This is an optimization exercise on Yosys and OpenROAD, whose aim is small area, not a production implementation. Function was checked by simulation only, so behaviour that the tests miss may differ from the original. Power figures rest on the tool's default switching activity, not on a simulated workload.

[flow/config.mk]
export PLATFORM = sky130hd
export DESIGN_NAME = l1_trigger_top
export DESIGN_NICKNAME = l1_trigger_top
export VERILOG_FILES = /design/flow/design.v
export SDC_FILE = /design/flow/constraint.sdc
export NUM_CORES = 4
export LEC_CHECK = 0
export CAP_MARGIN = 20
export CORE_MARGIN = 2
export CORE_UTILIZATION = 70
export CTS_BUF_LIST = sky130_fd_sc_hd__clkbuf_4
export PLACE_DENSITY = 0.8
export SLEW_MARGIN = 20
[flow/constraint.sdc]
create_clock -name core_clock -period 5.0 [get_ports {aclk}]
set_input_delay 1.0000 -clock core_clock [delete_from_list [all_inputs] [get_ports {aclk}]]
set_output_delay 1.0000 -clock core_clock [all_outputs]
set_load 0.01 [all_outputs]
[flow/design.v]
`timescale 1ns/100ps
package l1_trig_pkg;
    localparam int NUM_CHANNELS = 4;
    localparam int NUM_BEAMS    = 2;
    localparam int SAMPLE_W = 5;
    localparam int BSUM_W   = 7;
    localparam int POWER_W  = 18;
    localparam int LOW_W    = 12;
    localparam int ROOT_W   = 7;
    localparam int CNT_W    = 6;
    localparam int HOLDOFF_CLOCKS     = 16;
    localparam int HOLDOFF_W          = $clog2(HOLDOFF_CLOCKS + 1);
    localparam int RATE_PERIOD_CLOCKS = 1024;
    localparam int WINDOW_W           = $clog2(RATE_PERIOD_CLOCKS);
    localparam int AXIL_ADDR_W = 8;
    localparam int AXIL_DATA_W = 32;
    localparam logic [AXIL_ADDR_W-1:0] REG_CTRL    = 8'h00;
    localparam logic [AXIL_ADDR_W-1:0] REG_THRESH0 = 8'h10;
    localparam logic [AXIL_ADDR_W-1:0] REG_THRESH1 = 8'h14;
    localparam logic [AXIL_ADDR_W-1:0] REG_COUNT0  = 8'h20;
    localparam logic [AXIL_ADDR_W-1:0] REG_COUNT1  = 8'h24;
endpackage
`timescale 1ns/100ps
module beam_former (
    input  logic                                                aclk,
    input  logic                                                rst_n_i,
    input  logic [l1_trig_pkg::NUM_CHANNELS*l1_trig_pkg::SAMPLE_W-1:0] samples_i,
    output logic [l1_trig_pkg::NUM_BEAMS*l1_trig_pkg::BSUM_W-1:0]      beam_sums_o
);
    localparam int BSUM_W = l1_trig_pkg::BSUM_W;
    logic [4:0] b0, b1, b2, b3;
    logic [4:0] p3;
    logic [5:0] p2;
    logic [6:0] p1;
    assign b0 = samples_i[4:0]   ^ 5'h10;
    assign b1 = samples_i[9:5]   ^ 5'h10;
    assign b2 = samples_i[14:10] ^ 5'h10;
    assign b3 = samples_i[19:15] ^ 5'h10;
    always_ff @(posedge aclk) begin
        if (!rst_n_i) begin
            p3 <= 5'd16;
            p2 <= 6'd32;
            p1 <= 7'd48;
        end else begin
            p3 <= b3;
            p2 <= 6'(p3) + 6'(b2);
            p1 <= 7'(p2) + 7'(b1);
        end
    end
    assign beam_sums_o[0*BSUM_W +: BSUM_W] = 7'(b0) + 7'(b1) + 7'(b2) + 7'(b3);
    assign beam_sums_o[1*BSUM_W +: BSUM_W] = 7'(b0) + p1;
endmodule
`timescale 1ns/100ps
module beam_discriminator (
    input  logic                                                aclk,
    input  logic                                                rst_n_i,
    input  logic [l1_trig_pkg::NUM_BEAMS*l1_trig_pkg::BSUM_W-1:0]  beam_sums_i,
    input  logic [l1_trig_pkg::NUM_BEAMS*l1_trig_pkg::ROOT_W-1:0]  root_use_i,
    output logic [l1_trig_pkg::NUM_BEAMS-1:0]                      raw_trig_o
);
    localparam int NUM_BEAMS = l1_trig_pkg::NUM_BEAMS;
    localparam int BSUM_W    = l1_trig_pkg::BSUM_W;
    localparam int ROOT_W    = l1_trig_pkg::ROOT_W;
    logic [NUM_BEAMS-1:0] decide;
    logic [NUM_BEAMS-1:0] decide_q1;
    logic [NUM_BEAMS-1:0] decide_q2;
    always_comb begin
        logic [BSUM_W-1:0] u;
        logic [ROOT_W-1:0] r;
        logic [5:0]        a;
        logic [6:0]        t;
        for (int b = 0; b < NUM_BEAMS; b++) begin
            u = beam_sums_i[b*BSUM_W +: BSUM_W];
            r = root_use_i[b*ROOT_W +: ROOT_W];
            a = u[5:0] ^ {6{!u[6]}};
            t = {1'b0, a} + {1'b0, ~r[5:0]} + 7'(!u[6]);
            decide[b] = t[6] && !r[6];
        end
    end
    always_ff @(posedge aclk) begin
        if (!rst_n_i) begin
            decide_q1  <= '0;
            decide_q2  <= '0;
            raw_trig_o <= '0;
        end else begin
            decide_q1  <= decide;
            decide_q2  <= decide_q1;
            raw_trig_o <= decide_q2;
        end
    end
endmodule
`timescale 1ns/100ps
module trigger_rate_counter (
    input  logic                                              aclk,
    input  logic                                              rst_n_i,
    input  logic [l1_trig_pkg::NUM_BEAMS-1:0]                    raw_trig_i,
    input  logic                                              rate_start_i,
    output logic [l1_trig_pkg::NUM_BEAMS-1:0]                    trigger_o,
    output logic [l1_trig_pkg::NUM_BEAMS*l1_trig_pkg::CNT_W-1:0] counts_o,
    output logic                                              count_done_o
);
    localparam int NUM_BEAMS      = l1_trig_pkg::NUM_BEAMS;
    localparam int CNT_W          = l1_trig_pkg::CNT_W;
    localparam int HOLDOFF_CLOCKS = l1_trig_pkg::HOLDOFF_CLOCKS;
    localparam int HOLDOFF_W      = l1_trig_pkg::HOLDOFF_W;
    localparam int WINDOW_W       = l1_trig_pkg::WINDOW_W;
    logic [NUM_BEAMS-1:0][HOLDOFF_W-1:0] holdoff;
    logic [NUM_BEAMS-1:0][CNT_W-1:0]     counts;
    logic [WINDOW_W:0]                   window;
    logic                                window_run;
    assign counts_o     = counts;
    assign window_run   = !window[WINDOW_W];
    assign count_done_o = window[WINDOW_W] && !window[0];
    always_comb begin
        for (int b = 0; b < NUM_BEAMS; b++) begin
            trigger_o[b] = raw_trig_i[b] && (holdoff[b] == '0);
        end
    end
    always_ff @(posedge aclk) begin
        if (!rst_n_i) begin
            holdoff <= '0;
        end else begin
            for (int b = 0; b < NUM_BEAMS; b++) begin
                if (rate_start_i) begin
                    holdoff[b] <= '0;
                end else if (trigger_o[b]) begin
                    holdoff[b] <= HOLDOFF_W'(HOLDOFF_CLOCKS);
                end else if (holdoff[b] != '0) begin
                    holdoff[b] <= holdoff[b] - 1'b1;
                end
            end
        end
    end
    always_ff @(posedge aclk) begin
        if (!rst_n_i) begin
            window <= (WINDOW_W+1)'(1025);
        end else if (rate_start_i) begin
            window <= '0;
        end else if (window_run) begin
            window <= window + 1'b1;
        end
    end
    always_ff @(posedge aclk) begin
        if (!rst_n_i) begin
            counts <= '0;
        end else if (rate_start_i) begin
            counts <= '0;
        end else if (window_run) begin
            for (int b = 0; b < NUM_BEAMS; b++) begin
                if (trigger_o[b]) begin
                    counts[b] <= counts[b] + 1'b1;
                end
            end
        end
    end
endmodule
`timescale 1ns/100ps
module l1_trigger_regs (
    input  logic                                                aclk,
    input  logic                                                rst_n_i,
    input  logic                                                awvalid_i,
    input  logic [l1_trig_pkg::AXIL_ADDR_W-1:0]                    awaddr_i,
    input  logic                                                wvalid_i,
    input  logic [l1_trig_pkg::POWER_W-1:0]                        wdata_i,
    input  logic [2:0]                                          wstrb_i,
    input  logic                                                bready_i,
    input  logic                                                arvalid_i,
    input  logic [l1_trig_pkg::AXIL_ADDR_W-1:0]                    araddr_i,
    input  logic                                                rready_i,
    output logic                                                awready_o,
    output logic                                                wready_o,
    output logic                                                bvalid_o,
    output logic [1:0]                                          bresp_o,
    output logic                                                arready_o,
    output logic                                                rvalid_o,
    output logic [l1_trig_pkg::AXIL_DATA_W-1:0]                    rdata_o,
    output logic [1:0]                                          rresp_o,
    output logic [l1_trig_pkg::NUM_BEAMS*l1_trig_pkg::ROOT_W-1:0]  root_use_o,
    output logic                                                rate_start_o,
    input  logic [l1_trig_pkg::NUM_BEAMS*l1_trig_pkg::CNT_W-1:0]   counts_i,
    input  logic                                                count_done_i
);
    localparam int NUM_BEAMS   = l1_trig_pkg::NUM_BEAMS;
    localparam int POWER_W     = l1_trig_pkg::POWER_W;
    localparam int LOW_W       = l1_trig_pkg::LOW_W;
    localparam int ROOT_W      = l1_trig_pkg::ROOT_W;
    localparam int CNT_W       = l1_trig_pkg::CNT_W;
    localparam int AXIL_DATA_W = l1_trig_pkg::AXIL_DATA_W;
    localparam logic [7:0] REG_CTRL    = l1_trig_pkg::REG_CTRL;
    localparam logic [7:0] REG_THRESH0 = l1_trig_pkg::REG_THRESH0;
    localparam logic [7:0] REG_THRESH1 = l1_trig_pkg::REG_THRESH1;
    localparam logic [7:0] REG_COUNT0  = l1_trig_pkg::REG_COUNT0;
    localparam logic [7:0] REG_COUNT1  = l1_trig_pkg::REG_COUNT1;
    localparam logic [ROOT_W-1:0] ROOT_NEVER = ROOT_W'(64);
    logic                              wr_accept;
    logic                              rd_accept;
    logic                              bvalid;
    logic                              rvalid;
    logic                              ctrl_wr;
    logic                              update_now;
    logic [NUM_BEAMS-1:0][POWER_W-1:0] thresh_stage;
    logic [NUM_BEAMS-1:0]              thresh_sel;
    logic [POWER_W-1:0]                rd_data_next;
    logic [POWER_W-1:0]                rdata;
    assign wr_accept     = awvalid_i && wvalid_i && !bvalid;
    assign ctrl_wr       = wr_accept && (awaddr_i == REG_CTRL) && wstrb_i[0];
    assign update_now    = ctrl_wr && wdata_i[1];
    assign thresh_sel[0] = wr_accept && (awaddr_i == REG_THRESH0);
    assign thresh_sel[1] = wr_accept && (awaddr_i == REG_THRESH1);
    always_ff @(posedge aclk) begin
        if (!rst_n_i) begin
            bvalid <= 1'b0;
        end else if (wr_accept) begin
            bvalid <= 1'b1;
        end else if (bready_i) begin
            bvalid <= 1'b0;
        end
    end
    always_ff @(posedge aclk) begin
        if (!rst_n_i) begin
            rate_start_o <= 1'b0;
        end else begin
            rate_start_o <= ctrl_wr && wdata_i[0];
        end
    end
    always_ff @(posedge aclk) begin
        if (!rst_n_i) begin
            thresh_stage <= '1;
        end else begin
            for (int b = 0; b < NUM_BEAMS; b++) begin
                if (thresh_sel[b]) begin
                    if (wstrb_i[0]) thresh_stage[b][7:0]          <= wdata_i[7:0];
                    if (wstrb_i[1]) thresh_stage[b][15:8]         <= wdata_i[15:8];
                    if (wstrb_i[2]) thresh_stage[b][POWER_W-1:16] <= wdata_i[POWER_W-1:16];
                end
            end
        end
    end
    logic [NUM_BEAMS-1:0]              wrote;
    logic [POWER_W-1:6]                lvl_hi;
    logic                              hi_zero;
    logic [2:0]                        a0;
    logic [3:0]                        a1;
    logic [4:0]                        a2;
    logic [5:3]                        rt_hi;
    logic [5:3]                        rt_hi_q;
    logic [3:0]                        a2_q;
    logic                              hi_zero_q;
    logic [5:0]                        lvl_lo;
    logic [5:0]                        a3;
    logic [6:0]                        a4;
    logic [7:0]                        a5;
    logic [2:0]                        rt_lo;
    logic [ROOT_W-1:0]                 root_new;
    logic [NUM_BEAMS-1:0][ROOT_W-1:0]  root_stage;
    logic [NUM_BEAMS-1:0][ROOT_W-1:0]  root_next;
    logic [NUM_BEAMS-1:0][ROOT_W-1:0]  root_use;
    always_comb begin
        logic [POWER_W-1:6] cur;
        cur = awaddr_i[2] ? thresh_stage[1][POWER_W-1:6] : thresh_stage[0][POWER_W-1:6];
        lvl_hi[7:6]         = wstrb_i[0] ? wdata_i[7:6]         : cur[7:6];
        lvl_hi[15:8]        = wstrb_i[1] ? wdata_i[15:8]        : cur[15:8];
        lvl_hi[POWER_W-1:16] = wstrb_i[2] ? wdata_i[POWER_W-1:16] : cur[POWER_W-1:16];
    end
    assign hi_zero  = (lvl_hi[POWER_W-1:LOW_W] == '0);
    assign a0       = {1'b0, lvl_hi[11:10]} + 3'b111;
    assign rt_hi[5] = !a0[2];
    assign a1       = {a0[1:0], lvl_hi[9:8]} + {rt_hi[5], 1'b0, 2'b11};
    assign rt_hi[4] = !a1[3];
    assign a2       = {a1[2:0], lvl_hi[7:6]} + {rt_hi[4], rt_hi[5:4] ^ {2{rt_hi[4]}}, 2'b11};
    assign rt_hi[3] = !a2[4];
    always_ff @(posedge aclk) begin
        rt_hi_q   <= rt_hi;
        a2_q      <= a2[3:0];
        hi_zero_q <= hi_zero;
    end
    assign lvl_lo   = wrote[1] ? thresh_stage[1][5:0] : thresh_stage[0][5:0];
    assign a3       = {a2_q, lvl_lo[5:4]} + {rt_hi_q[3], rt_hi_q[5:3] ^ {3{rt_hi_q[3]}}, 2'b11};
    assign rt_lo[2] = !a3[5];
    assign a4       = {a3[4:0], lvl_lo[3:2]} + {rt_lo[2], {rt_hi_q, rt_lo[2]} ^ {4{rt_lo[2]}}, 2'b11};
    assign rt_lo[1] = !a4[6];
    assign a5       = {a4[5:0], lvl_lo[1:0]} + {rt_lo[1], {rt_hi_q, rt_lo[2:1]} ^ {5{rt_lo[1]}}, 2'b11};
    assign rt_lo[0] = !a5[7];
    assign root_new = hi_zero_q ? {1'b0, rt_hi_q, rt_lo} : ROOT_NEVER;
    always_ff @(posedge aclk) begin
        if (!rst_n_i) begin
            wrote      <= '0;
            root_stage <= {NUM_BEAMS{ROOT_NEVER}};
        end else begin
            wrote <= thresh_sel;
            for (int b = 0; b < NUM_BEAMS; b++) begin
                if (wrote[b]) root_stage[b] <= root_new;
            end
        end
    end
    assign root_use   = update_now ? root_stage : root_next;
    assign root_use_o = root_use;
    always_ff @(posedge aclk) begin
        if (!rst_n_i) begin
            root_next <= {NUM_BEAMS{ROOT_NEVER}};
        end else begin
            root_next <= root_use;
        end
    end
    assign rd_accept = arvalid_i && !rvalid;
    always_comb begin
        case (araddr_i)
            REG_CTRL:    rd_data_next = POWER_W'(count_done_i);
            REG_THRESH0: rd_data_next = thresh_stage[0];
            REG_THRESH1: rd_data_next = thresh_stage[1];
            REG_COUNT0:  rd_data_next = POWER_W'(counts_i[0*CNT_W +: CNT_W]);
            REG_COUNT1:  rd_data_next = POWER_W'(counts_i[1*CNT_W +: CNT_W]);
            default:     rd_data_next = '0;
        endcase
    end
    always_ff @(posedge aclk) begin
        if (!rst_n_i) begin
            rvalid <= 1'b0;
            rdata  <= '0;
        end else if (rd_accept) begin
            rvalid <= 1'b1;
            rdata  <= rd_data_next;
        end else if (rready_i) begin
            rvalid <= 1'b0;
        end
    end
    assign awready_o = wr_accept;
    assign wready_o  = wr_accept;
    assign bvalid_o  = bvalid;
    assign bresp_o   = 2'b00;
    assign arready_o = !rvalid;
    assign rvalid_o  = rvalid;
    assign rdata_o   = AXIL_DATA_W'(rdata);
    assign rresp_o   = 2'b00;
endmodule
`timescale 1ns/100ps
module l1_trigger_top (
    input  logic        aclk,
    input  logic        rst_n_i,
    input  logic [19:0] samples_i,
    input  logic        s_axil_awvalid,
    input  logic [7:0]  s_axil_awaddr,
    input  logic        s_axil_wvalid,
    input  logic [31:0] s_axil_wdata,
    input  logic [3:0]  s_axil_wstrb,
    input  logic        s_axil_bready,
    input  logic        s_axil_arvalid,
    input  logic [7:0]  s_axil_araddr,
    input  logic        s_axil_rready,
    output logic        s_axil_awready,
    output logic        s_axil_wready,
    output logic        s_axil_bvalid,
    output logic [1:0]  s_axil_bresp,
    output logic        s_axil_arready,
    output logic        s_axil_rvalid,
    output logic [31:0] s_axil_rdata,
    output logic [1:0]  s_axil_rresp,
    output logic [1:0]  trigger_o
);
    localparam int NUM_BEAMS = l1_trig_pkg::NUM_BEAMS;
    localparam int BSUM_W    = l1_trig_pkg::BSUM_W;
    localparam int CNT_W     = l1_trig_pkg::CNT_W;
    localparam int ROOT_W    = l1_trig_pkg::ROOT_W;
    logic [NUM_BEAMS*ROOT_W-1:0]  root_use;
    logic                         rate_start;
    logic [NUM_BEAMS*CNT_W-1:0]   counts;
    logic                         count_done;
    logic [NUM_BEAMS*BSUM_W-1:0]  beam_sums;
    logic [NUM_BEAMS-1:0]         raw_trig;
    l1_trigger_regs l1_trigger_regs_inst (
        .aclk         (aclk),
        .rst_n_i      (rst_n_i),
        .awvalid_i    (s_axil_awvalid),
        .awaddr_i     (s_axil_awaddr),
        .wvalid_i     (s_axil_wvalid),
        .wdata_i      (s_axil_wdata[l1_trig_pkg::POWER_W-1:0]),
        .wstrb_i      (s_axil_wstrb[2:0]),
        .bready_i     (s_axil_bready),
        .arvalid_i    (s_axil_arvalid),
        .araddr_i     (s_axil_araddr),
        .rready_i     (s_axil_rready),
        .awready_o    (s_axil_awready),
        .wready_o     (s_axil_wready),
        .bvalid_o     (s_axil_bvalid),
        .bresp_o      (s_axil_bresp),
        .arready_o    (s_axil_arready),
        .rvalid_o     (s_axil_rvalid),
        .rdata_o      (s_axil_rdata),
        .rresp_o      (s_axil_rresp),
        .root_use_o   (root_use),
        .rate_start_o (rate_start),
        .counts_i     (counts),
        .count_done_i (count_done)
    );
    beam_former beam_former_inst (
        .aclk        (aclk),
        .rst_n_i     (rst_n_i),
        .samples_i   (samples_i),
        .beam_sums_o (beam_sums)
    );
    beam_discriminator beam_discriminator_inst (
        .aclk        (aclk),
        .rst_n_i     (rst_n_i),
        .beam_sums_i (beam_sums),
        .root_use_i  (root_use),
        .raw_trig_o  (raw_trig)
    );
    trigger_rate_counter trigger_rate_counter_inst (
        .aclk         (aclk),
        .rst_n_i      (rst_n_i),
        .raw_trig_i   (raw_trig),
        .rate_start_i (rate_start),
        .trigger_o    (trigger_o),
        .counts_o     (counts),
        .count_done_o (count_done)
    );
endmodule
[flow/run.sh]
#!/bin/bash
# synth_recipe.tcl (not shown) runs the flow's synth.tcl, then flattens the netlist and writes it again
# the make line also repeats each setting of config.mk as NAME=value (left out here)
make -C /OpenROAD-flow-scripts/flow DESIGN_CONFIG=/design/flow/config.mk WORK_HOME=/design/flow/orfs CLKGATE_MAP_FILE= SYNTH_SCRIPT=/design/flow/synth_recipe.tcl finish
==> flow_summary.ini, run 1 <==
[status]
status = complete, no violations

[setup_path]
crit_path_end_kind = flop
crit_path_max_fanout = 6
path_cells = xor2_1, ha_1, a41o_1, a21oi_2, xnor2_2, xnor2_1, ha_1, o21ai_0, nand2b_1, o41ai_2, xnor2_2, xnor2_4, xor2_1, ha_1, a21o_1, a31oi_1, o21ai_0, xor2_1, xnor2_1, o22ai_1
required_ns = 5.44
r2r_cells = 20
path_depth = 20
slowest_stage = dfxtp_1
r2r_start = l1_trigger_regs_inst.rt_hi_q[3]$_DFF_P_
worst-path-buf-inv = 0
path_delay_family = XOR/XNOR gates
cp_data_arrival_time_ns = 5.08
cp-startpoint = l1_trigger_regs_inst.rt_hi_q[3]$_DFF_P_
endpoint = l1_trigger_regs_inst.root_stage[0]$_SDFFE_PN0P_
r2r-end = l1_trigger_regs_inst.root_stage[0]$_SDFFE_PN0P_
critical_path.max_stage_delay_ns = 0.52
critPathKind = flop to flop
startpoint_type = flop
rrSetupSlack_ns = 0.37

[global_route]
antenna_found_initial = 1
grt_max_degree = 83
grt_util_met2 = 0.548
grt.busiest_layer = met2
gr-total-overflow = 0
use_met1 = 0.348
grt_pass1_vias = 6623
grtUsageMet3 = 0.0686
grt_usage = 0.304
grt_pass1_wl_microns = 30800

[final_layout]
drive_above_1_share = 0.0509
final_cell_mix = dfxtp_1 (151), nand2_1 (96), clkdlybuf4s50_1 (87)
layout.cells.most_common = dfxtp_1
fill_cells = 756
area_growth_pct = 14.3
fin_nets = 1115

[detailed_routing]
route.detailed.drc = 0
dr.pass1.iters = 5
ant_nets = 0
drt_first_iter_violations = 466
vias = 6480
wl_per_cell_microns = 16.0
drt_wl_total_microns = 18000
viasPerCell = 5.75

[floorplan]
fp.coreArea_sq_um = 11300
fp.dieW_microns = 111
die_h_microns = 111
initial_utilization = 0.713
row_count = 39
die_area_sq_um = 12400
pin_count = 122

[clock_tree]
cts_hold_buf = 0
cts_max_level = 4
cts_root_buf = clkbuf_4
cts_tree = yes
cts_resized = 0
clkSinkCount = 152
tritoncts.num_buffers = 17
clk_pin_slew_ns = 0.12
clockBufferDepth = 2
post_cts_buffers = 0
clk_latency_ns = 0.57

[sta]
grt_setup_unrepaired = no
hold_viol_final = 0
finalCriticalPeriod_ns = 4.63
max_freq_mhz = 216
tns_ns = 0
hold_slack_ns = 0.447
fin_skew_ns = 0.0114
tightest_slew_ns = 0.813
maxSlewViolCount = 0
slew_headroom = 0.457
period_share = 0.927
setup_viol = 0

[synthesis]
synthArstFlopShare = 0
yosys.area.top_type = dfxtp_1
yosysSeqAreaShare = 0.377
ys_types = 62
synth_cells = 898
ys_top_cells_by_area = dfxtp_1 (38%), ha_1 (8.5%), mux2i_1 (5.5%), nand2_1 (4.5%), xnor2_1 (4.0%)
synth_area_per_cell_sq_um = 8.99
ys_seq_elements = 152
synth_top_area_share = 0.377
ys.flop_type = dfxtp_1
yosys_warnings = 4
synth_area_sq_um = 8070
synth_edf_count = 0

[power]
p_leak_uw = 0.00383
power_density_nw_per_um2 = 429
peakVddDrop_v = 0.000444

[min_path]
hold_path.class = flop to flop

[place]
place_hpwl_microns = 13200
globalplace.congestion = 0.886
portBuffers = 88

[run]
maxCapViolCount = 0
[registers in the layout, summed over array words and instances, names as in the netlist, 2 cells and up]
name / cells
l1_trigger_regs_inst.thresh_stage: 36
l1_trigger_regs_inst.rdata: 18
l1_trigger_regs_inst.root_next: 14
l1_trigger_regs_inst.root_stage: 14
trigger_rate_counter_inst.counts: 12
trigger_rate_counter_inst.window: 11
trigger_rate_counter_inst.holdoff: 10
beam_former_inst.p1: 7
beam_former_inst.p2: 6
beam_former_inst.p3: 5
l1_trigger_regs_inst.a2_q: 4
l1_trigger_regs_inst.rt_hi_q: 3
beam_discriminator_inst.decide_q1: 2
beam_discriminator_inst.decide_q2: 2
beam_discriminator_inst.raw_trig_o: 2
l1_trigger_regs_inst.wrote: 2
[synth_stat cells, types with 6 or more instances]
| cell type | instances |
|---|---|
| dfxtp_1 | 152 |
| o21ai_0 | 13 |
| a222oi_1 | 6 |
| nand2_1 | 96 |
| a21o_1 | 20 |
| nand3_1 | 59 |
| nor2b_1 | 25 |
| ha_1 | 55 |
| buf_4 | 19 |
| nand2b_1 | 17 |
| nor2_1 | 53 |
| clkbuf_1 | 28 |
| and2_1 | 30 |
| a21boi_0 | 7 |
| xor2_1 | 34 |
| inv_1 | 43 |
| a21boi_1 | 7 |
| o21ai_1 | 14 |
| nor3_1 | 8 |
| xnor2_1 | 37 |
| a22oi_1 | 12 |
| mux2i_1 | 44 |
| a21oi_1 | 30 |
| fa_1 | 10 |
| a31oi_1 | 7 |
[area by class of cell]
| type | count | area, sq um | area share |
|---|---|---|---|
| diodes | 1 | 2.50 | 0.000271 |
| clock buffers | 19 | 143 | 0.0155 |
| clock inverters | 11 | 133 | 0.0144 |
| inverters | 43 | 161 | 0.0175 |
| multi-input cells | 662 | 4640 | 0.502 |
| flip-flops and latches | 152 | 3040 | 0.330 |
| well taps | 143 | 179 | 0.0194 |
| repair buffers | 95 | 928 | 0.101 |
[report_power, final]
part	total, uW	internal, uW	leakage (uW)	switching (uW)
Clock	766	345	0.000151	421
Combinational	1880	894	0.00244	987
Sequential	1310	1260	0.00124	47.3
[layer usage]
metal	up-vias	wire (microns)
met4	0	518
li1	3169	-
met5	-	0
met2	193	9460
met3	41	840
met1	3077	7210
[stage by stage]
step	utilization	std cells	instance area (sq um)	power (uW)	setup slack [ns]
after detailed placement	0.790	1095	8940	3220	-0.0637
after floorplan	-	915	8130	2820	0.504
after global routing	0.815	1126	9230	4270	0.00253
final	0.815	1126	9230	3960	0.365
after global placement	0.790	1095	8940	3100	0.0996
after CTS	0.814	1125	9220	4000	0.309
[cells by family after synthesis]
family,Yosys count,synth area share
simple gates,322,0.200
flops,152,0.377
compound gates,135,0.111
buf+inv,101,0.0567
xor+xnor,74,0.0845
fa+ha+maj,65,0.110
mux,48,0.0602
other cells,1,0.000465
[worst min path at each step]
stage | cells past startpoint | slack, ns | to | start
finish | 1 | 0.45 | beam_discriminator_inst.decide_q2[1]$_SDFF_PN0_ | beam_discriminator_inst.decide_q1[1]$_SDFF_PN0_
global route | 1 | 0.46 | beam_discriminator_inst.raw_trig_o[0]$_SDFF_PN0_ | beam_discriminator_inst.decide_q2[0]$_SDFF_PN0_
CTS | 1 | 0.45 | beam_discriminator_inst.raw_trig_o[0]$_SDFF_PN0_ | beam_discriminator_inst.decide_q2[0]$_SDFF_PN0_
global placement | 1 | 0.42 | beam_discriminator_inst.raw_trig_o[0]$_SDFF_PN0_ | beam_discriminator_inst.decide_q2[0]$_SDFF_PN0_
detailed placement | 1 | 0.42 | beam_discriminator_inst.raw_trig_o[0]$_SDFF_PN0_ | beam_discriminator_inst.decide_q2[0]$_SDFF_PN0_
floorplan | 1 | 0.41 | beam_discriminator_inst.decide_q2[0]$_SDFF_PN0_ | beam_discriminator_inst.decide_q1[0]$_SDFF_PN0_
==> run 2, diff against run 1 <==
--- a/flow/config.mk
+++ b/flow/config.mk
@@ -7,7 +7,5 @@
 export LEC_CHECK = 0
 export CAP_MARGIN = 20
 export CORE_MARGIN = 2
-export CORE_UTILIZATION = 70
-export CTS_BUF_LIST = sky130_fd_sc_hd__clkbuf_4
-export PLACE_DENSITY = 0.8
+export CORE_UTILIZATION = 40
 export SLEW_MARGIN = 20
==> run 2 against run 1 <==
Still clean. First-iteration DRC count fell by 45%. Power up 12%. Via count decreased by 4.8%. Synthesized cell count unchanged. Critical path depth shrank 3. Non-clock buffer count up 7. Critical path type is now input port to flop.
==> flow_summary.ini, run 2 <==
[status]
status = complete, no violations

[final_layout]
fin_nets = 1122
top_regs = l1_trigger_regs_inst.thresh_stage: 36 flops, l1_trigger_regs_inst.rdata: 18 flops
final_cell_mix = dfxtp_1 (152), nand2_1 (96), clkdlybuf4s50_1 (87)
fill_cells = 1961
drive_above_1_share = 0.0545
largest_register_ffs = 36
area_growth_pct = 20.6
layout.cells.most_common = dfxtp_1
regMostFlops = l1_trigger_regs_inst.thresh_stage
final_util = 0.495
n_antenna_cell = 0

[sta]
finalCriticalPeriod_ns = 4.60
max_freq_mhz = 218
tightest_slew_ns = 1.01
setup_viol = 0
hold_viol_final = 0
slew_headroom = 0.329
tns_ns = 0
grt_setup_unrepaired = no
period_share = 0.919
maxSlewViolCount = 0
fin_skew_ns = 0.00635

[synthesis]
ys_seq_elements = 152
yosys_warnings = 4
yosys.area.top_type = dfxtp_1
ys.flop_type = dfxtp_1
synth_area_sq_um = 8070
synth_area_per_cell_sq_um = 8.99
synth_common_cells = dfxtp_1 (152), nand2_1 (96), nand3_1 (59)
yosysSeqAreaShare = 0.377
synth_edf_count = 0
ys_top_cells_by_area = dfxtp_1 (38%), ha_1 (8.5%), mux2i_1 (5.5%), nand2_1 (4.5%), xnor2_1 (4.0%)
synthArstFlopShare = 0
synth_most_common_cell = dfxtp_1
ys_types = 62
synth_cells = 898
synth_top_area_share = 0.377

[setup_path]
crit_path_max_fanout = 6
cp_data_arrival_time_ns = 4.90
r2r_start = l1_trigger_regs_inst.wrote[1]$_SDFF_PN0_
startpoint_type = input port
r2r_cells = 19
r2r-end = l1_trigger_regs_inst.root_stage[0]$_SDFFE_PN0P_
critPathKind = input port to flop
rrSetupSlack_ns = 0.41
crit_path_end_kind = flop
required_ns = 5.30

[floorplan]
fp.dieW_microns = 146
pin_count = 122
die_area_sq_um = 21300
fp.coreArea_sq_um = 19700
row_count = 51
initial_utilization = 0.411
die_h_microns = 146

[min_path]
min_from = beam_discriminator_inst.decide_q2[0]$_SDFF_PN0_
holdPathEnd = beam_discriminator_inst.raw_trig_o[0]$_SDFF_PN0_
hold-path-cell-count = 1
hold_path.class = flop to flop

[detailed_routing]
wl_per_cell_microns = 14.0
dr.pass1.iters = 5
drt_first_iter_violations = 257
route.detailed.drc = 0
ant_nets = 0
drt_wl_total_microns = 17600
vias = 6171
viasPerCell = 4.91

[place]
globalplace.congestion = 0.793
place_hpwl_microns = 12400
portBuffers = 88

[global_route]
grt_pass1_vias = 6094
grt_max_degree = 60
gr-total-overflow = 0
grt_pass1_wl_microns = 29900
grt_usage = 0.171
antenna_found_initial = 0

[clock_tree]
cts_hold_buf = 0
cts_resized = 0
clk_pin_slew_ns = 0.06
clk_latency_ns = 0.42
clkSinkCount = 152
cts_tree = yes
cts_max_level = 4
cts_root_buf = clkbuf_16
tritoncts.num_buffers = 17
post_cts_buffers = 0
clockBufferDepth = 2

[power]
p_leak_uw = 0.00399
power_density_nw_per_um2 = 454
peakVddDrop_v = 0.000324

[run]
maxCapViolCount = 0
[run 2: cell types whose count changed in the layout (fill, tap and decap cells not counted), moves of 2 or more]
cell	change
clkbuf_1	+6
clkbuf_16	+17
clkinv_2	-2
clkbuf_4	-19
buf_4	+7
clkbuf_8	+3
clkinv_1	-3
[run 2: power by group]
part           leakage (uW)  total (uW)  switching, uW  internal, uW
Clock              0.000279        1270            495           776
Sequential          0.00124        1300           38.1          1260
Combinational       0.00248        1850            952           895
Total               0.00399        4420           1490          2940
[run 2: per-stage QoR]
stage                     cell area, sq um  cells  total power, uW  hold slack (ns)  setup slack, ns
final                                 9730   1256             4420            0.433            0.403
after floorplan                       8130    915             2820            0.412            0.504
after CTS                             9730   1256             4470            0.436            0.404
after global routing                  9730   1256             4780            0.440           0.0529
after global placement                9150   1224             3130            0.416           0.0510
after detailed placement              9150   1224             3170            0.419          -0.0183
[run 2: metal layers]
layer | part of all wire | vias to the layer above | track usage | wire length [microns]
li1 | - | 3181 | - | -
met1 | 0.50 | 2841 | 0.229 | 8700
met2 | 0.45 | 128 | 0.274 | 7820
met3 | 0.044 | 21 | 0.0416 | 765
met4 | 0.016 | 0 | 0.0529 | 283
met5 | 0 | - | 0 | 0
[run 2: worst max-delay path, stage by stage]
cell	delay, ns
clkdlybuf4s50_1	0.45
ha_1	0.26
fa_1	0.41
a21o_1	0.18
a21oi_1	0.17
xnor2_1	0.17
fa_1	0.46
ha_1	0.31
inv_1	0.11
o21bai_1	0.09
a21oi_1	0.15
buf_4	0.17
xor2_1	0.16
ha_1	0.26
a21o_1	0.18
a221oi_1	0.27
a21oi_1	0.10
[run 2: logic make-up (layout without fill, tap and decap cells)]
| family | count (synthesis) | count (layout) | synth area share |
|---|---|---|---|
| flip-flops | 152 | 152 | 0.377 |
| multiplexers | 48 | 48 | 0.0602 |
| AND/OR/NAND/NOR | 322 | 322 | 0.200 |
| XOR/XNOR | 74 | 74 | 0.0845 |
| AO/OA/AOI/OAI | 135 | 135 | 0.111 |
| buffers and inverters | 101 | 177 | 0.0567 |
| other | 1 | 18 | 0.000465 |
| adder cells (fa/ha/maj) | 65 | 65 | 0.110 |
[run 2: final cells by class]
| type | instances | area, sq um | share of cell area |
|---|---|---|---|
| clock buffer | 26 | 489 | 0.0503 |
| clock inverter | 6 | 90.1 | 0.00926 |
| inverter | 43 | 161 | 0.0166 |
| multi-input combinational | 662 | 4630 | 0.476 |
| sequential | 152 | 3040 | 0.313 |
| tap | 265 | 332 | 0.0341 |
| timing repair buffer | 102 | 981 | 0.101 |
[run 2: worst max-delay path by stage]
stage                                                  start                                               to  slack, ns
CTS                 l1_trigger_regs_inst.wrote[1]$_SDFF_PN0_  l1_trigger_regs_inst.root_stage[0]$_SDFFE_PN0P_       0.40
floorplan                                       samples_i[0]  beam_discriminator_inst.decide_q1[0]$_SDFF_PN0_       0.50
global route        l1_trigger_regs_inst.wrote[1]$_SDFF_PN0_  l1_trigger_regs_inst.root_stage[0]$_SDFFE_PN0P_       0.05
finish                                          samples_i[0]  beam_discriminator_inst.decide_q1[0]$_SDFF_PN0_       0.40
global placement                                samples_i[0]  beam_discriminator_inst.decide_q1[0]$_SDFF_PN0_       0.05
detailed placement                              samples_i[0]  beam_discriminator_inst.decide_q1[0]$_SDFF_PN0_      -0.02
==> run 3, diff against run 2 <==
--- a/flow/config.mk
+++ b/flow/config.mk
@@ -7,5 +7,9 @@
 export LEC_CHECK = 0
 export CAP_MARGIN = 20
 export CORE_MARGIN = 2
-export CORE_UTILIZATION = 40
+export CORE_UTILIZATION = 70
+export CTS_BUF_LIST = sky130_fd_sc_hd__clkbuf_2 sky130_fd_sc_hd__clkbuf_4
+export CTS_CLUSTER_DIAMETER = 100
+export CTS_CLUSTER_SIZE = 30
+export PLACE_DENSITY = 0.8
 export SLEW_MARGIN = 20
==> run 3 against run 2 <==
Power down 10%. Clock power decreased by about 40%. Clock skew up 0.0050 ns. Count of clock-buffer cells in the layout down 7. Via count grew 5.0%. Global-route usage up 13 points. Worst hold slack better by 0.015 ns. Core utilization up 32 points. Worst setup slack worse by 0.038 ns. Sequential power about the same. Largest cell class unchanged. Largest power group unchanged.
==> flow_summary.ini, run 3 <==
[synthesis]
ys.flop_type = dfxtp_1
yosys.area.top_type = dfxtp_1
ys_types = 62
synth_top_area_share = 0.377
synth_area_per_cell_sq_um = 8.99
yosysSeqAreaShare = 0.377
synth_area_sq_um = 8070
synth_most_common_cell = dfxtp_1
synth_edf_count = 0
synth_common_cells = dfxtp_1 (152), nand2_1 (96), nand3_1 (59)
yosys_warnings = 4
synth_cells = 898
synthArstFlopShare = 0
ys_seq_elements = 152
ys_top_cells_by_area = dfxtp_1 (38%), ha_1 (8.5%), mux2i_1 (5.5%), nand2_1 (4.5%), xnor2_1 (4.0%)

[min_path]
holdPathEnd = beam_discriminator_inst.decide_q2[1]$_SDFF_PN0_
min_from = beam_discriminator_inst.decide_q1[1]$_SDFF_PN0_
hold_path.class = flop to flop
hold-path-cell-count = 1

[global_route]
grt_usage = 0.304
grt_max_degree = 83
grtUsageMet3 = 0.0686
grt_util_met2 = 0.548
grt_pass1_vias = 6623
antenna_found_initial = 1
use_met1 = 0.348
gr-total-overflow = 0
grt.busiest_layer = met2
grt_pass1_wl_microns = 30800

[floorplan]
row_count = 39
die_h_microns = 111
pin_count = 122
initial_utilization = 0.713
fp.coreArea_sq_um = 11300
fp.dieW_microns = 111
die_area_sq_um = 12400

[setup_path]
critical_path.max_stage_delay_ns = 0.52
crit_path_max_fanout = 6
cp_data_arrival_time_ns = 5.08
r2r_start = l1_trigger_regs_inst.rt_hi_q[3]$_DFF_P_
cp-startpoint = l1_trigger_regs_inst.rt_hi_q[3]$_DFF_P_
r2r-end = l1_trigger_regs_inst.root_stage[0]$_SDFFE_PN0P_
path_cells = xor2_1, ha_1, a41o_1, a21oi_2, xnor2_2, xnor2_1, ha_1, o21ai_0, nand2b_1, o41ai_2, xnor2_2, xnor2_4, xor2_1, ha_1, a21o_1, a31oi_1, o21ai_0, xor2_1, xnor2_1, o22ai_1
crit_path_end_kind = flop
r2r_cells = 20
slowest_stage = dfxtp_1
critPathKind = flop to flop
required_ns = 5.44
startpoint_type = flop
rrSetupSlack_ns = 0.37

[place]
globalplace.congestion = 0.886
place_hpwl_microns = 13200
portBuffers = 88
dp_cells = 1095
post-place-ws_ns = -0.0637

[detailed_routing]
viasPerCell = 5.75
ant_nets = 0
dr.pass1.iters = 5
route.detailed.drc = 0
drt_first_iter_violations = 466
wl_per_cell_microns = 16.0
drt_wl_total_microns = 18000
vias = 6480

[sta]
grt_setup_unrepaired = no
slew_headroom = 0.457
period_share = 0.927
finalCriticalPeriod_ns = 4.63
maxSlewViolCount = 0
setup_viol = 0
setup_slack_ns = 0.365
tightest_slew_ns = 0.813
hold_slack_ns = 0.447
fin_skew_ns = 0.0114
max_freq_mhz = 216
hold_viol_final = 0

[power]
peakVddDrop_v = 0.000444
power_density_nw_per_um2 = 429
p_leak_uw = 0.00383

[final_layout]
largest_register_ffs = 36
top_regs = l1_trigger_regs_inst.thresh_stage: 36 flops, l1_trigger_regs_inst.rdata: 18 flops
finalNonFillerCells = 1126
area_growth_pct = 14.3
drive_above_1_share = 0.0509
regMostFlops = l1_trigger_regs_inst.thresh_stage
layout.cells.most_common = dfxtp_1
final_util = 0.815
final_cell_mix = dfxtp_1 (151), nand2_1 (96), clkdlybuf4s50_1 (87)
fin_nets = 1115

[clock_tree]
clockBufferDepth = 2
clkSinkCount = 152
tritoncts.num_buffers = 17
clk_pin_slew_ns = 0.12
cts_max_level = 4
post_cts_buffers = 0
clk_latency_ns = 0.57
cts_root_buf = clkbuf_4
cts_tree = yes

[run]
maxCapViolCount = 0

[status]
status = complete, no violations
-- run 3: cell counts after synthesis --
Identical to the previous run, type by type.
-- run 3: logic make-up after synthesis --
logic type / synth area share
AND/OR/NAND/NOR: 0.200
flip-flops: 0.377
AO/OA/AOI/OAI: 0.111
buffers and inverters: 0.0567
XOR/XNOR: 0.0845
adder cells (fa/ha/maj): 0.110
multiplexers: 0.0602
other: 0.000465
-- run 3: power by group --
group          internal, uW  leakage [uW]  switching [uW]
registers              1260       0.00124            47.3
clock network           345      0.000151             421
logic                   894       0.00244             987
total                  2500       0.00383            1460
-- run 3: how the worst max path moves through the flow --
stage | endpoint | slack, ns | cells past startpoint
2_1_floorplan | beam_discriminator_inst.decide_q1[0]$_SDFF_PN0_ | 0.50 | 15
3_3_place_gp | beam_discriminator_inst.decide_q1[0]$_SDFF_PN0_ | 0.1 | 17
3_5_place_dp | beam_discriminator_inst.decide_q1[0]$_SDFF_PN0_ | -0.06 | 17
4_1_cts | l1_trigger_regs_inst.root_stage[0]$_SDFFE_PN0P_ | 0.31 | 19
5_1_grt | l1_trigger_regs_inst.root_stage[0]$_SDFFE_PN0P_ | 0.003 | 20
6_report | l1_trigger_regs_inst.root_stage[0]$_SDFFE_PN0P_ | 0.37 | 20
-- run 3: stage by stage --
stage | instance area [sq um] | total power (uW) | TNS (ns)
detailed placement | 8940 | 3220 | -0.0637
global route | 9230 | 4270 | 0
global placement | 8940 | 3100 | 0
floorplan | 8130 | 2820 | 0
CTS | 9220 | 4000 | 0
finish | 9230 | 3960 | 0
-- run 3: area by class of cell --
| cell class | instances | area (sq um) |
|---|---|---|
| timing repair buffer | 95 | 928 |
| clock buffer | 19 | 143 |
| multi-input combinational | 662 | 4640 |
| tap | 143 | 179 |
| inverter | 43 | 161 |
| clock inverter | 11 | 133 |
| fill | 756 | 2090 |
| sequential | 152 | 3040 |
| antenna | 1 | 2.50 |
-- run 3: routing by layer --
layer / wire length, microns / share of wire
met1: 7210 / 0.40
met2: 9460 / 0.52
met3: 840 / 0.047
met4: 518 / 0.029
met5: 0 / 0
-- run 3: worst max-delay path, delay by kind of cell, from the launching register on --
| kind | cells | cell delay, ns |
|---|---|---|
| and+or+nand+nor | 1 | 0.09 |
| AOI/OAI and AO/OA | 8 | 1.31 |
| adders and majority gates | 3 | 0.94 |
| xor gates and xnor gates | 8 | 1.66 |
| DFF | 1 | 0.52 |
-- run 3: what timing repair did --
action	in CTS	in global routing
resized for setup	0	1
endpoints found under the setup margin	0	1
hold buffers	0	0
endpoints found under the hold margin	0	0

-- port drivers added, routing unchanged --
No port has a modelled driver above. Below, the same layouts with a new extraction and two added sets of constraints.
Step 1 (the two cells are an assumption about what drives the block):
set clk [get_ports {aclk}]
set_driving_cell -lib_cell sky130_fd_sc_hd__clkbuf_16 $clk
set_driving_cell -lib_cell sky130_fd_sc_hd__buf_2 [delete_from_list [all_inputs] $clk]
Step 2, shift: input delay + t, output delay - t, t = (earliest + latest rising clock arrival at the registers) / 2. This alone moves slack from input paths to output paths.
Three values: no drivers, after step 1, after step 2; two values: the first two.
run	shift t [ns]	setup WS [ns]	worst setup path at the end	cell pins on the clock port's net
run 1	0.603	0.365 / 0.365 / -0.143	input to register	1
run 2	0.464	0.403 / 0.408 / -0.044	input to register	1
run 3	0.603	0.365 / 0.365 / -0.143	input to register	1
With both steps, setup timing fails in every run listed, where it was met with ideal ports.
